This is an optimization exercise on Yosys and OpenROAD, whose aim is small area, not a production implementation.
Function was checked by simulation only, so behaviour that the tests miss may differ from the original.
Power and IR drop assume default switching activity.

==> flow/design.v <==
package ram_pkg;
   localparam logic [15:0] CLEAR_VALUE = 16'hA5A5;
endpackage
module ram_g_ao22 (
   input  logic A1, A2, B1, B2,
   output logic Y
);
   assign Y = (A1 & A2) | (B1 & B2);
endmodule
module ram_g_aoi222 (
   input  logic A1, A2, B1, B2, C1, C2,
   output logic Y
);
   assign Y = ~((A1 & A2) | (B1 & B2) | (C1 & C2));
endmodule
module ram_g_nand2 (
   input  logic A, B,
   output logic Y
);
   assign Y = ~(A & B);
endmodule
module ram_g_nor2 (
   input  logic A, B,
   output logic Y
);
   assign Y = ~(A | B);
endmodule
module ram_g_nand4 (
   input  logic A, B, C, D,
   output logic Y
);
   assign Y = ~(A & B & C & D);
endmodule
module ram_clear_seq (
   input  logic clk_i,
   input  logic rst_ni,
   output logic busy_o
);
   logic       busy_q;
   logic [7:0] cnt_q;
   always_ff @(posedge clk_i) begin
      if (!rst_ni) begin
         busy_q <= 1'b1;
         cnt_q  <= '0;
      end else if (busy_q) begin
         cnt_q <= cnt_q + 1'b1;
         if (cnt_q == 8'hFF) busy_q <= 1'b0;
      end
   end
   assign busy_o = busy_q;
endmodule
module ram_predec (
   input  logic        clear_i,
   input  logic        we_i,
   input  logic [7:0]  ad_i,
   output logic [15:0] rlo_n_o,
   output logic [15:0] rhi_n_o,
   output logic [15:0] wlo_o,
   output logic [15:0] whi_o,
   output logic [15:0] wlo_n_o,
   output logic [15:0] whi_n_o
);
   always_comb begin
      for (int j = 0; j < 16; j++) begin
         rlo_n_o[j] = ~(ad_i[3:0] == j[3:0]);
         rhi_n_o[j] = ~(ad_i[7:4] == j[3:0]);
         wlo_o[j]   = clear_i | (we_i & (ad_i[3:0] == j[3:0]));
         whi_o[j]   = clear_i | (ad_i[7:4] == j[3:0]);
      end
   end
   assign wlo_n_o = ~wlo_o;
   assign whi_n_o = ~whi_o;
endmodule
module ram_word (
   input  logic        clk,
   input  logic        w_i,
   input  logic        wn_i,
   input  logic [15:0] d_i,
   output logic [15:0] q_o
);
   logic [15:0] q_d;
   for (genvar b = 0; b < 16; b++) begin : g_bit
      ram_g_ao22 u_hold (.A1(w_i), .A2(d_i[b]), .B1(wn_i), .B2(q_o[b]), .Y(q_d[b]));
   end
   always_ff @(posedge clk) begin
      q_o <= q_d;
   end
endmodule
module ram_rmux_bit (
   input  logic [255:0] sel_i,
   input  logic [255:0] q_i,
   output logic         out_o
);
   logic [85:0] l1_n;
   logic [21:0] l2;
   for (genvar g = 0; g < 85; g++) begin : g_l1
      ram_g_aoi222 u_ao (
         .A1 (sel_i[3*g]),     .A2 (q_i[3*g]),
         .B1 (sel_i[3*g + 1]), .B2 (q_i[3*g + 1]),
         .C1 (sel_i[3*g + 2]), .C2 (q_i[3*g + 2]),
         .Y  (l1_n[g])
      );
   end
   ram_g_nand2 u_l1_last (.A(sel_i[255]), .B(q_i[255]), .Y(l1_n[85]));
   for (genvar g = 0; g < 21; g++) begin : g_l2
      ram_g_nand4 u_nd (
         .A(l1_n[4*g]), .B(l1_n[4*g + 1]), .C(l1_n[4*g + 2]), .D(l1_n[4*g + 3]),
         .Y(l2[g])
      );
   end
   ram_g_nand2 u_l2_last (.A(l1_n[84]), .B(l1_n[85]), .Y(l2[21]));
   assign out_o = |l2;
endmodule
module ram_sp_param (
   input  logic        clk,
   input  logic        clear_i,
   input  logic        we_i,
   input  logic [7:0]  ad_i,
   input  logic [15:0] din_i,
   output logic [15:0] rdata_o
);
   logic [15:0]  wdata;
   logic [15:0]  rlo_n, rhi_n, wlo, whi, wlo_n, whi_n;
   logic [255:0] sel;             
   logic [255:0] w, wn;           
   logic [255:0] qt [16];         
   assign wdata = clear_i ? ram_pkg::CLEAR_VALUE : din_i;
   ram_predec u_predec (
      .clear_i (clear_i),
      .we_i    (we_i),
      .ad_i    (ad_i),
      .rlo_n_o (rlo_n),
      .rhi_n_o (rhi_n),
      .wlo_o   (wlo),
      .whi_o   (whi),
      .wlo_n_o (wlo_n),
      .whi_n_o (whi_n)
   );
   for (genvar i = 0; i < 256; i++) begin : g_word
      logic [15:0] q;
      ram_g_nor2  u_sel (.A(rlo_n[i % 16]), .B(rhi_n[i / 16]), .Y(sel[i]));
      ram_g_nor2  u_w   (.A(wlo_n[i % 16]), .B(whi_n[i / 16]), .Y(w[i]));
      ram_g_nand2 u_wn  (.A(wlo[i % 16]),   .B(whi[i / 16]),   .Y(wn[i]));
      ram_word u_word (
         .clk  (clk),
         .w_i  (w[i]),
         .wn_i (wn[i]),
         .d_i  (wdata),
         .q_o  (q)
      );
      for (genvar b = 0; b < 16; b++) begin : g_t
         assign qt[b][i] = q[b];
      end
   end
   for (genvar b = 0; b < 16; b++) begin : g_rd
      ram_rmux_bit u_rmux (
         .sel_i (sel),
         .q_i   (qt[b]),
         .out_o (rdata_o[b])
      );
   end
endmodule
module ram_sp_top (
   input  logic        clk,
   input  logic        reset,
   input  logic        ce,
   input  logic        oce,
   input  logic        wre,
   input  logic [7:0]  ad,
   input  logic [15:0] din,
   output logic [15:0] dout,
   output logic        busy
);
   logic [15:0] rdata;
   logic [15:0] rd_q;
   logic [15:0] dout_q;
   ram_clear_seq u_clear_seq (
      .clk_i  (clk),
      .rst_ni (reset),
      .busy_o (busy)
   );
   ram_sp_param u_mem (
      .clk     (clk),
      .clear_i (busy),
      .we_i    (reset & ce & wre),
      .ad_i    (ad),
      .din_i   (din),
      .rdata_o (rdata)
   );
   always_ff @(posedge clk) begin
      if (!reset) begin
         rd_q   <= '0;
         dout_q <= '0;
      end else if (!busy) begin
         if (ce)  rd_q   <= rdata;
         if (oce) dout_q <= rd_q;
      end
   end
   assign dout = dout_q;
endmodule
export LEC_CHECK = 0
export CAP_MARGIN = 20
export CORE_MARGIN = 2
export CORE_UTILIZATION = 45
export SLEW_MARGIN = 20
export SYNTH_HIERARCHICAL = 1
create_clock -name core_clock -period 8.0 [get_ports {clk}]
standard.sh (not shown) runs the stock make flow with config.mk's settings and CLKGATE_MAP_FILE= SYNTH_SCRIPT=/design/flow/synth_recipe.tcl, a recipe that flattens the netlist after the stock synthesis.
==> flow/flow/run.sh <==
#!/bin/bash
# Standard layout, with clock tree synthesis told to use small clock buffers
# in small clusters and not to add dummy loads, and the smallest buffer on the
# ports.
set -euo pipefail
export CTS_ARGS="-sink_clustering_enable -repair_clock_nets -dont_use_dummy_load -buf_list sky130_fd_sc_hd__clkbuf_4 -sink_clustering_size 10 -sink_clustering_max_diameter 30"
export BUFFER_PORTS_ARGS="-buffer_cell sky130_fd_sc_hd__buf_1"
bash standard.sh > standard.log 2>&1
==> next run, changes <==
--- a/flow/design.v
+++ b/flow/design.v
@@ -50,27 +50,23 @@
    assign busy_o = busy_q;
 endmodule
 module ram_predec (
    input  logic        clear_i,
-   input  logic        we_i,
+   input  logic        acc_i,
    input  logic [7:0]  ad_i,
-   output logic [15:0] rlo_n_o,
-   output logic [15:0] rhi_n_o,
-   output logic [15:0] wlo_o,
-   output logic [15:0] whi_o,
-   output logic [15:0] wlo_n_o,
-   output logic [15:0] whi_n_o
+   output logic [15:0] lo_o,
+   output logic [15:0] hi_o,
+   output logic [15:0] lo_n_o,
+   output logic [15:0] hi_n_o
 );
    always_comb begin
       for (int j = 0; j < 16; j++) begin
-         rlo_n_o[j] = ~(ad_i[3:0] == j[3:0]);
-         rhi_n_o[j] = ~(ad_i[7:4] == j[3:0]);
-         wlo_o[j]   = clear_i | (we_i & (ad_i[3:0] == j[3:0]));
-         whi_o[j]   = clear_i | (ad_i[7:4] == j[3:0]);
+         lo_o[j] = clear_i | (acc_i & (ad_i[3:0] == j[3:0]));
+         hi_o[j] = clear_i | (ad_i[7:4] == j[3:0]);
       end
    end
-   assign wlo_n_o = ~wlo_o;
-   assign whi_n_o = ~whi_o;
+   assign lo_n_o = ~lo_o;
+   assign hi_n_o = ~hi_o;
 endmodule
 module ram_word (
    input  logic        clk,
    input  logic        w_i,
@@ -113,35 +109,32 @@
 endmodule
 module ram_sp_param (
    input  logic        clk,
    input  logic        clear_i,
-   input  logic        we_i,
+   input  logic        acc_i,
+   input  logic        wr_i,
    input  logic [7:0]  ad_i,
    input  logic [15:0] din_i,
    output logic [15:0] rdata_o
 );
    logic [15:0]  wdata;
-   logic [15:0]  rlo_n, rhi_n, wlo, whi, wlo_n, whi_n;
-   logic [255:0] sel;             
+   logic [15:0]  lo, hi, lo_n, hi_n;
    logic [255:0] w, wn;           
    logic [255:0] qt [16];         
-   assign wdata = clear_i ? ram_pkg::CLEAR_VALUE : din_i;
+   assign wdata = clear_i ? ram_pkg::CLEAR_VALUE : (wr_i ? din_i : rdata_o);
    ram_predec u_predec (
       .clear_i (clear_i),
-      .we_i    (we_i),
+      .acc_i   (acc_i),
       .ad_i    (ad_i),
-      .rlo_n_o (rlo_n),
-      .rhi_n_o (rhi_n),
-      .wlo_o   (wlo),
-      .whi_o   (whi),
-      .wlo_n_o (wlo_n),
-      .whi_n_o (whi_n)
+      .lo_o    (lo),
+      .hi_o    (hi),
+      .lo_n_o  (lo_n),
+      .hi_n_o  (hi_n)
    );
    for (genvar i = 0; i < 256; i++) begin : g_word
       logic [15:0] q;
-      ram_g_nor2  u_sel (.A(rlo_n[i % 16]), .B(rhi_n[i / 16]), .Y(sel[i]));
-      ram_g_nor2  u_w   (.A(wlo_n[i % 16]), .B(whi_n[i / 16]), .Y(w[i]));
-      ram_g_nand2 u_wn  (.A(wlo[i % 16]),   .B(whi[i / 16]),   .Y(wn[i]));
+      ram_g_nor2  u_w  (.A(lo_n[i % 16]), .B(hi_n[i / 16]), .Y(w[i]));
+      ram_g_nand2 u_wn (.A(lo[i % 16]),   .B(hi[i / 16]),   .Y(wn[i]));
       ram_word u_word (
          .clk  (clk),
          .w_i  (w[i]),
          .wn_i (wn[i]),
@@ -153,9 +146,9 @@
       end
    end
    for (genvar b = 0; b < 16; b++) begin : g_rd
       ram_rmux_bit u_rmux (
-         .sel_i (sel),
+         .sel_i (w),
          .q_i   (qt[b]),
          .out_o (rdata_o[b])
       );
    end
@@ -181,9 +174,10 @@
    );
    ram_sp_param u_mem (
       .clk     (clk),
       .clear_i (busy),
-      .we_i    (reset & ce & wre),
+      .acc_i   (reset & ce),
+      .wr_i    (wre),
       .ad_i    (ad),
       .din_i   (din),
       .rdata_o (rdata)
    );
Effect: Worst hold slack is better by 0.078 ns; non-clock buffer count goes up by 154; global-route usage decreases by 6.0 points; total power drops by 2.2%; wire length went down by 17%.

[what the ideal ports hide]
How much do the figures lean on ideal ports? The routed layouts below were timed once more, with nothing changed but the port constraints.
Step 1, drivers: a clkbuf_16 drives clk and a buf_2 each remaining input, both assumed.
Step 2, shift: input delay + t, output delay - t, t = (earliest + latest rising clock arrival at the registers) / 2. This alone moves slack from input paths to output paths.
Three values: no drivers, after step 1, after step 2; two values: the first two.
| run | t, ns | slack for setup (ns) | worst setup path at the end | slew at the worst register clock pin (ns) | cell pins on the clock port's net |
|---|---|---|---|---|---|
| the first run | 1.734 | 1.786 / 1.713 / -0.021 | input to register | 0.11 / 0.11 | 1 |
| the second run | 1.657 | 1.136 / 1.136 / -0.392 | input to register | 0.11 / 0.11 | 1 |
With both steps, setup timing fails in the first run and the second run, where it was met with ideal ports. For the first run, which loses most, drivers alone change the setup slack by -0.073 ns; drivers and shift together by -1.807 ns.
